This is an optimization exercise on Yosys and OpenROAD, whose aim is small area and a short achievable clock period, not a production implementation. Where RTL was checked, it was by simulation tests only, not by an equivalence proof against the original. No activity file was given, so power comes from the tool's default toggle rates.

== v15 ==
==> flow/design.v (excerpt) <==
module signedMultiplier
(
	input  logic          clk,
	input  logic          arstN,
	input  mulPkg::operandPairT   operands,
	output mulPkg::productResultT result
);
	logic [23:0] r0_a;
	logic [11:0] r0_neg, r0_one, r0_two;
	logic [5:0] valid;
	wire [23:0] mb = operands.multiplier;
	logic pp1;
	logic pp2;
	logic pp3;
	logic pp4;
	logic pp5;
	logic pp6;
	logic pp7;
	logic pp8;
	logic pp9;
	logic pp10;
	logic pp11;
	logic pp12;
	logic pp13;
	logic pp14;
	logic pp15;
	logic pp16;
	logic pp17;
	logic pp18;
	logic pp19;
	logic pp20;
	logic pp21;
	logic pp22;
	logic pp23;
	logic pp24;
	logic pp25;
	logic pp26;
	logic pp27;
	logic pp28;
	logic pp29;
	logic pp30;
	logic pp31;
	logic pp32;
	logic pp33;
	logic pp34;
	logic pp35;
	logic pp36;
	logic pp37;
	logic pp38;
	logic pp39;
	logic pp40;
	logic pp41;
	logic pp42;
	logic pp43;
	logic pp44;
	logic pp45;
	logic pp46;
	logic pp47;
	logic pp48;
	logic pp49;
	logic pp50;
	logic pp51;
	logic pp52;
	logic pp53;
	logic pp54;
	logic pp55;
	logic pp56;
	logic pp57;
	logic pp58;
	logic pp59;
	logic pp60;
	logic pp61;
	logic pp62;
	logic pp63;
	logic pp64;
	logic pp65;
	logic pp66;
	logic pp67;
	logic pp68;
	logic pp69;
	logic pp70;
	logic pp71;
	logic pp72;
	logic pp73;
	logic pp74;
	logic pp75;
	logic pp76;
	logic pp77;
	logic pp78;
	logic pp79;
	logic pp80;
	logic pp81;
	logic pp82;
	logic pp83;
	logic pp84;
	logic pp85;
	logic pp86;
	logic pp87;
	logic pp88;
	logic pp89;
	logic pp90;
	logic pp91;
	logic pp92;
	logic pp93;
	logic pp94;
	logic pp95;
	logic pp96;
	logic pp97;
	logic pp98;
	logic pp99;
	logic pp100;
	logic pp101;
  ...
Size: roughly 460 flip-flops, ~100 I/O pins, ~23000 sq um of cells after synthesis.
clock: 4.0 ns
lec_check: 0
abc_clock_period_in_ps: 1700
cap_margin: 20
core_margin: 2
core_utilization: 40
setup_slack_margin: 2.3
slew_margin: 20
run.sh (not shown) runs the stock make flow with config.mk's settings and CLKGATE_MAP_FILE= SYNTH_SCRIPT=/design/flow/synth_recipe.tcl, a recipe that flattens the netlist after the stock synthesis.
Having completed the whole flow, v15 delivered a layout that passed the timing, design-rule and antenna checks.
Inputs modified between v15 and v22:
Settings: SETUP_SLACK_MARGIN no longer set, was 2.3; ABC_CLOCK_PERIOD_IN_PS no longer set, was 1700.
[summary]
v22 | stages: all done | timing, DRC, antenna: all pass. Looking at post-synthesis to final-layout area growth, v22 sits below v15. Cells: v22 has fewer instances than v15. v22 packs its core more loosely than v15. Changes observed in v22 relative to v15: clock-pin slew on the worst setup and hold paths was more or less identical, worst endpoint data arrival time picked up an extra 520 ps. Delta (v22 minus v15): total power consumption of the routed design has decreased, number of buffers added for setup after CTS has decreased.
No run of this note included a check of the RTL's function; only the layout flow was run.

Another version of the RTL of signedMultiplier (not shown whole).
Size in the first run: ~1900 cells after synthesis, about 540 flip-flops, ~100 I/O pins.
export LEC_CHECK = 0
export CAP_MARGIN = 20
export CORE_MARGIN = 2
export CORE_UTILIZATION = 55
export CTS_CLUSTER_DIAMETER = 90
export CTS_CLUSTER_SIZE = 25
export SETUP_SLACK_MARGIN = 2.0
export SLEW_MARGIN = 20
export SYNTH_HIERARCHICAL = 1
create_clock -name core_clock -period 4.0 [get_ports {clk}]
The baseline passed the timing, design-rule and antenna checks.
Change:
- CTS_CLUSTER_DIAMETER: 90 -> 100
- CTS_CLUSTER_SIZE: 25 -> 30
Effect:
- The new run ran to the end with no violations
- clock-buffer cell count is lower by 3
- worst setup slack is worse by 0.019 ns
- combinational power stays flat
Change:
- SETUP_SLACK_MARGIN: 2.0 -> 2.1
=> The changed run finished clean; utilization is higher by 2.4 points; power rises by 2.7%; routed wire length is higher by 4.1%; setup slack gets worse by 0.013 ns; global-route usage rose by 0.60 points; final area increases by 3.9%; worst hold slack improved by 0.013 ns; count of clock-buffer cells in the layout rose by 1; non-clock buffer count increases by 39.
Change:
- CORE_UTILIZATION: 55 -> 40
- SETUP_SLACK_MARGIN: 2.1 -> 2.0
Result:
- The new run completed with no timing, DRC or antenna violations
- synthesized area does not change
- core utilization came out lower by 19 points
- worst setup slack degrades by 0.015 ns
- via count came out lower by 2.0%
- global-route usage came out lower by 6.7 points
- wire length came out lower by 2.8%
- non-clock buffer count came out lower by 47
Change:
- CORE_UTILIZATION: 40 -> 55
- SETUP_SLACK_MARGIN: 2.0 -> 1.95
After rerunning:
- The changed run went through all stages and came out clean
- setup slack is worse by 0.0053 ns
- cell area goes down by 1.9%
- utilization rose by 16 points
- global-route usage came out higher by 6.1 points
- synthesized area does not change
- worst hold slack is about the same
- via count shrinks by 0.34%

job 1982:
signedMultiplier, a different RTL version from the one above (not shown whole).
Size: about 2000 cells after synthesis, roughly 100 I/O pins, ~24000 sq um of cells after synthesis.
==> flow/config.mk <==
export PLATFORM = sky130hd
export DESIGN_NAME = signedMultiplier
export DESIGN_NICKNAME = signedMultiplier
export VERILOG_FILES = /design/flow/design.v
export SDC_FILE = /design/flow/constraint.sdc
export NUM_CORES = 4
export LEC_CHECK = 0
export CAP_MARGIN = 20
export CORE_MARGIN = 2
export CORE_UTILIZATION = 40
export CTS_CLUSTER_DIAMETER = 100
export CTS_CLUSTER_SIZE = 30
export SETUP_SLACK_MARGIN = 1.85
export SLEW_MARGIN = 20
export SYNTH_HIERARCHICAL = 1
==> flow/constraint.sdc <==
create_clock -name core_clock -period 4.0 [get_ports {clk}]
set_input_delay 0.8000 -clock core_clock [delete_from_list [all_inputs] [get_ports {clk}]]
set_output_delay 0.8000 -clock core_clock [all_outputs]
set_load 0.01 [all_outputs]
Job 1982: flow completed, timing, DRC and antenna clean
The inputs of job 5771 differ from those of job 1982 as listed below.
# job 1982
export LEC_CHECK = 0
export CAP_MARGIN = 20
export CORE_MARGIN = 2
export CORE_UTILIZATION = 40
export CTS_CLUSTER_DIAMETER = 100
export CTS_CLUSTER_SIZE = 30
export SETUP_SLACK_MARGIN = 1.85
export SLEW_MARGIN = 20
export SYNTH_HIERARCHICAL = 1
create_clock -name core_clock -period 4.0 [get_ports {clk}]
# job 5771
export LEC_CHECK = 0
export CAP_MARGIN = 20
export CORE_MARGIN = 2
export CORE_UTILIZATION = 40
export CTS_CLUSTER_DIAMETER = 100
export CTS_CLUSTER_SIZE = 30
export SETUP_SLACK_MARGIN = 1.95
export SLEW_MARGIN = 20
export SYNTH_HIERARCHICAL = 1
create_clock -name core_clock -period 4.0 [get_ports {clk}]
Notes after the runs:
Combinational power is lower on job 1982
In job 5771, the via count of the first global-routing pass came out 352 above the value in job 1982.
Job 5771 against job 1982: minimum clock period now larger, wire length on met2 now larger, total power now larger, worst slew margin relative to its limit now larger, switching part of the total power comparable.
Function was not checked in any run of this note: the RTL went through the layout flow alone.

Another version of the RTL of signedMultiplier (not shown whole).
For scale: about 460 flip-flops, about 100 I/O pins, roughly 23,000 um^2 of cells after synthesis.
Settings: LEC_CHECK=0, CAP_MARGIN=20, CORE_MARGIN=2, CORE_UTILIZATION=40, SETUP_SLACK_MARGIN=1.75, SLEW_MARGIN=20, SYNTH_HIERARCHICAL=1; clock period 4.0 ns.
Change:
CTS_CLUSTER_DIAMETER = 80   (was unset)
CTS_CLUSTER_SIZE = 24   (was unset)
PLACE_DENSITY = 0.75   (was unset)
SETUP_SLACK_MARGIN = 1.8   (was 1.75)
Result: The new run produced a clean layout; worst setup slack is better by 0.041 ns; maximum frequency climbs slightly; routed wire length climbs by a few percent; sequential power climbs slightly.
Change:
CTS_CLUSTER_DIAMETER = 100   (was 80)
CTS_CLUSTER_SIZE = 30   (was 24)
PLACE_DENSITY = unset   (was 0.75)
Outcome: Combinational power goes down by about 0.6%; synthesized cell count is unchanged; clock power goes down by 12%; final area goes down by 0.40%; sequential power goes down by about 0.9%; power goes down by 2.5%; setup slack got worse by 0.0079 ns; maximum frequency goes down by 0.36%; hold slack barely changes; utilization goes down by 0.18 points; global-route usage goes up by 0.11 points.
Change:
CTS_CLUSTER_DIAMETER = unset   (was 100)
CTS_CLUSTER_SIZE = unset   (was 30)
SETUP_SLACK_MARGIN = 1.9   (was 1.8)
=>
- global-route usage rises by 0.99 points
- clock power is higher by 74%
- core utilization rises by 4.7 points
- cell area increases by 10%
- routed wire length rises by 12%
- power rose by 15%
- via count increases by 6.7%
- setup slack is worse by 0.020 ns

signedMultiplier with an RTL version that a note above also has.
Size: ~1900 cells after synthesis, ~540 flip-flops.
clock: 4.0 ns
lec_check: 0
cap_margin: 20
core_margin: 2
core_utilization: 70
cts_cluster_diameter: 100
cts_cluster_size: 30
setup_slack_margin: 2.0
slew_margin: 20
synth_hierarchical: 1
The first run finished with timing, DRC and antenna clean.
Rerun with:
--- a/flow/config.mk
+++ b/flow/config.mk
@@ -9,6 +9,6 @@
 export CORE_MARGIN = 2
 export CORE_UTILIZATION = 70
-export CTS_CLUSTER_DIAMETER = 100
-export CTS_CLUSTER_SIZE = 30
+export CTS_CLUSTER_DIAMETER = 90
+export CTS_CLUSTER_SIZE = 25
 export SETUP_SLACK_MARGIN = 2.0
 export SLEW_MARGIN = 20
Effect: Clock skew is lower by 0.0038 ns; synthesized area is unchanged; first-iteration DRC count fell by 3.4%; core utilization falls by 0.12 points.
Rerun with:
--- a/flow/config.mk
+++ b/flow/config.mk
@@ -8,8 +8,8 @@
 export CAP_MARGIN = 20
 export CORE_MARGIN = 2
-export CORE_UTILIZATION = 70
-export CTS_CLUSTER_DIAMETER = 90
-export CTS_CLUSTER_SIZE = 25
-export SETUP_SLACK_MARGIN = 2.0
+export CORE_UTILIZATION = 55
+export CTS_CLUSTER_DIAMETER = 100
+export CTS_CLUSTER_SIZE = 30
+export SETUP_SLACK_MARGIN = 1.9
 export SLEW_MARGIN = 20
 export SYNTH_HIERARCHICAL = 1
Outcome:
- The new run went through all stages and came out clean
- register-to-register slack gets worse by 0.11 ns
- routed wire length rises by about 1.8%
- cell area fell by about 0.66%
- setup slack gets worse by 0.11 ns
- synthesized cell count stays the same
- area after synthesis stays the same
- total power came out lower by about 1.6%
Rerun with:
==> flow/flow/run.sh (new file) <==
#!/bin/bash
# The standard layout (standard.sh), with plain buffers instead of delay
# cells on the ports; the whole ORFS run is logged to standard_flow.log.
set -euo pipefail
export BUFFER_PORTS_ARGS="-buffer_cell sky130_fd_sc_hd__buf_2"
bash standard.sh > standard_flow.log 2>&1
==> flow/standard.sh (new file) <==
#!/bin/bash
# synth_recipe.tcl (not shown) runs the flow's synth.tcl, then flattens the netlist and writes it again
# the make line also repeats each setting of config.mk as NAME=value (left out here)
make -C /OpenROAD-flow-scripts/flow DESIGN_CONFIG=/design/flow/config.mk WORK_HOME=/design/flow/orfs CLKGATE_MAP_FILE= SYNTH_SCRIPT=/design/flow/synth_recipe.tcl "${@:-finish}"
--- a/flow/config.mk
+++ b/flow/config.mk
@@ -9,7 +9,8 @@
 export CORE_MARGIN = 2
 export CORE_UTILIZATION = 55
-export CTS_CLUSTER_DIAMETER = 100
-export CTS_CLUSTER_SIZE = 30
-export SETUP_SLACK_MARGIN = 1.9
+export CTS_CLUSTER_DIAMETER = 90
+export CTS_CLUSTER_SIZE = 25
+export HOLD_SLACK_MARGIN = 0.1
+export SETUP_SLACK_MARGIN = 2.0
 export SLEW_MARGIN = 20
 export SYNTH_HIERARCHICAL = 1
removed: flow/run.sh
Effect:
- die area does not change
- count of clock-buffer cells in the layout is higher by 6
- global-route usage is higher by 0.30 points
- combinational power barely changes
- cell count rises slightly
- total power went up slightly
- synthesized cell count does not change
- design area went up slightly
Rerun with:
==> flow/run.sh (new file) <==
#!/bin/bash
# synth_recipe.tcl (not shown) runs the flow's synth.tcl, then flattens the netlist and writes it again
# the make line also repeats each setting of config.mk as NAME=value (left out here)
make -C /OpenROAD-flow-scripts/flow DESIGN_CONFIG=/design/flow/config.mk WORK_HOME=/design/flow/orfs CLKGATE_MAP_FILE= SYNTH_SCRIPT=/design/flow/synth_recipe.tcl finish
--- a/flow/config.mk
+++ b/flow/config.mk
@@ -9,8 +9,7 @@
 export CORE_MARGIN = 2
 export CORE_UTILIZATION = 55
-export CTS_CLUSTER_DIAMETER = 90
-export CTS_CLUSTER_SIZE = 25
-export HOLD_SLACK_MARGIN = 0.1
-export SETUP_SLACK_MARGIN = 2.0
+export CTS_CLUSTER_DIAMETER = 100
+export CTS_CLUSTER_SIZE = 30
+export SETUP_SLACK_MARGIN = 2.05
 export SLEW_MARGIN = 20
 export SYNTH_HIERARCHICAL = 1
removed: flow/flow/run.sh
removed: flow/standard.sh
The changed run finished with timing, DRC and antenna clean.
Via count is higher by 1.7%.
Sequential power barely changes.
Core utilization is higher by 1.5 points.
Cell count barely changes.
Wire length is higher by 0.33%.
Combinational power is higher by 3.3%.
First-iteration DRC count is lower by 3.5%.
Final area is higher by 2.5%.
Synthesized area does not change.

==> static timing again, ports no longer ideal <==
The flow's constraints put no driver on any port. The routed layouts listed below were extracted and timed again, unchanged, in two steps.
Step 1 assumes that a clkbuf_16 drives the clock port and a buf_2 every other input.
Step 2, shift: input delay + t, output delay - t, t = (earliest + latest rising clock arrival at the registers) / 2. This alone moves slack from input paths to output paths.
a / b / c = ideal / step 1 / step 2; a / b = the first two.
run	shift t [ns]	setup slack, ns	worst register clock-pin slew, ns	worst slew at a driven data input, ns
v15	0.667	1.153 / 1.153 / 1.153	0.07 / 0.07	0.05
v22	0.645	0.552 / 0.552 / 0.552	0.06 / 0.06	0.04
the first run of note 2	0.642	2.030 / 1.978 / 1.847	0.10 / 0.10	0.06
the second run of note 2	0.627	2.010 / 1.986 / 1.837	0.12 / 0.12	0.06
the third run of note 2	0.637	1.997 / 1.997 / 1.777	0.12 / 0.12	0.08
the fourth run of note 2	0.637	1.982 / 1.982 / 1.796	0.12 / 0.12	0.06
the fifth run of note 2	0.623	1.977 / 1.954 / 1.854	0.11 / 0.11	0.07
job 1982	0.633	1.804 / 1.804 / 1.696	0.11 / 0.11	0.09
job 5771	0.637	1.790 / 1.790 / 1.710	0.11 / 0.11	0.08
the first run of note 4	0.637	1.791 / 1.732 / 1.797	0.06 / 0.06	0.06
the second run of note 4	0.642	1.832 / 1.832 / 1.832	0.09 / 0.09	0.08
the third run of note 4	0.633	1.824 / 1.824 / 1.824	0.11 / 0.11	0.06
the fourth run of note 4	0.651	1.803 / 1.803 / 1.803	0.07 / 0.07	0.07
the first run of note 5	0.609	2.007 / 1.984 / 1.814	0.12 / 0.12	0.07
the second run of note 5	0.614	2.004 / 1.984 / 1.812	0.10 / 0.10	0.07
the third run of note 5	0.625	1.894 / 1.894 / 1.846	0.11 / 0.11	0.07
the fourth run of note 5	0.654	2.007 / 2.007 / 2.007	0.10 / 0.10	0.07
the fifth run of note 5	0.629	1.940 / 1.940 / 1.846	0.12 / 0.12	0.06
After both steps setup and hold are still met in every run listed. The setup slack of the third run of note 2, which loses most, moves by 0.000 ns with the drivers and by -0.220 ns with both steps.
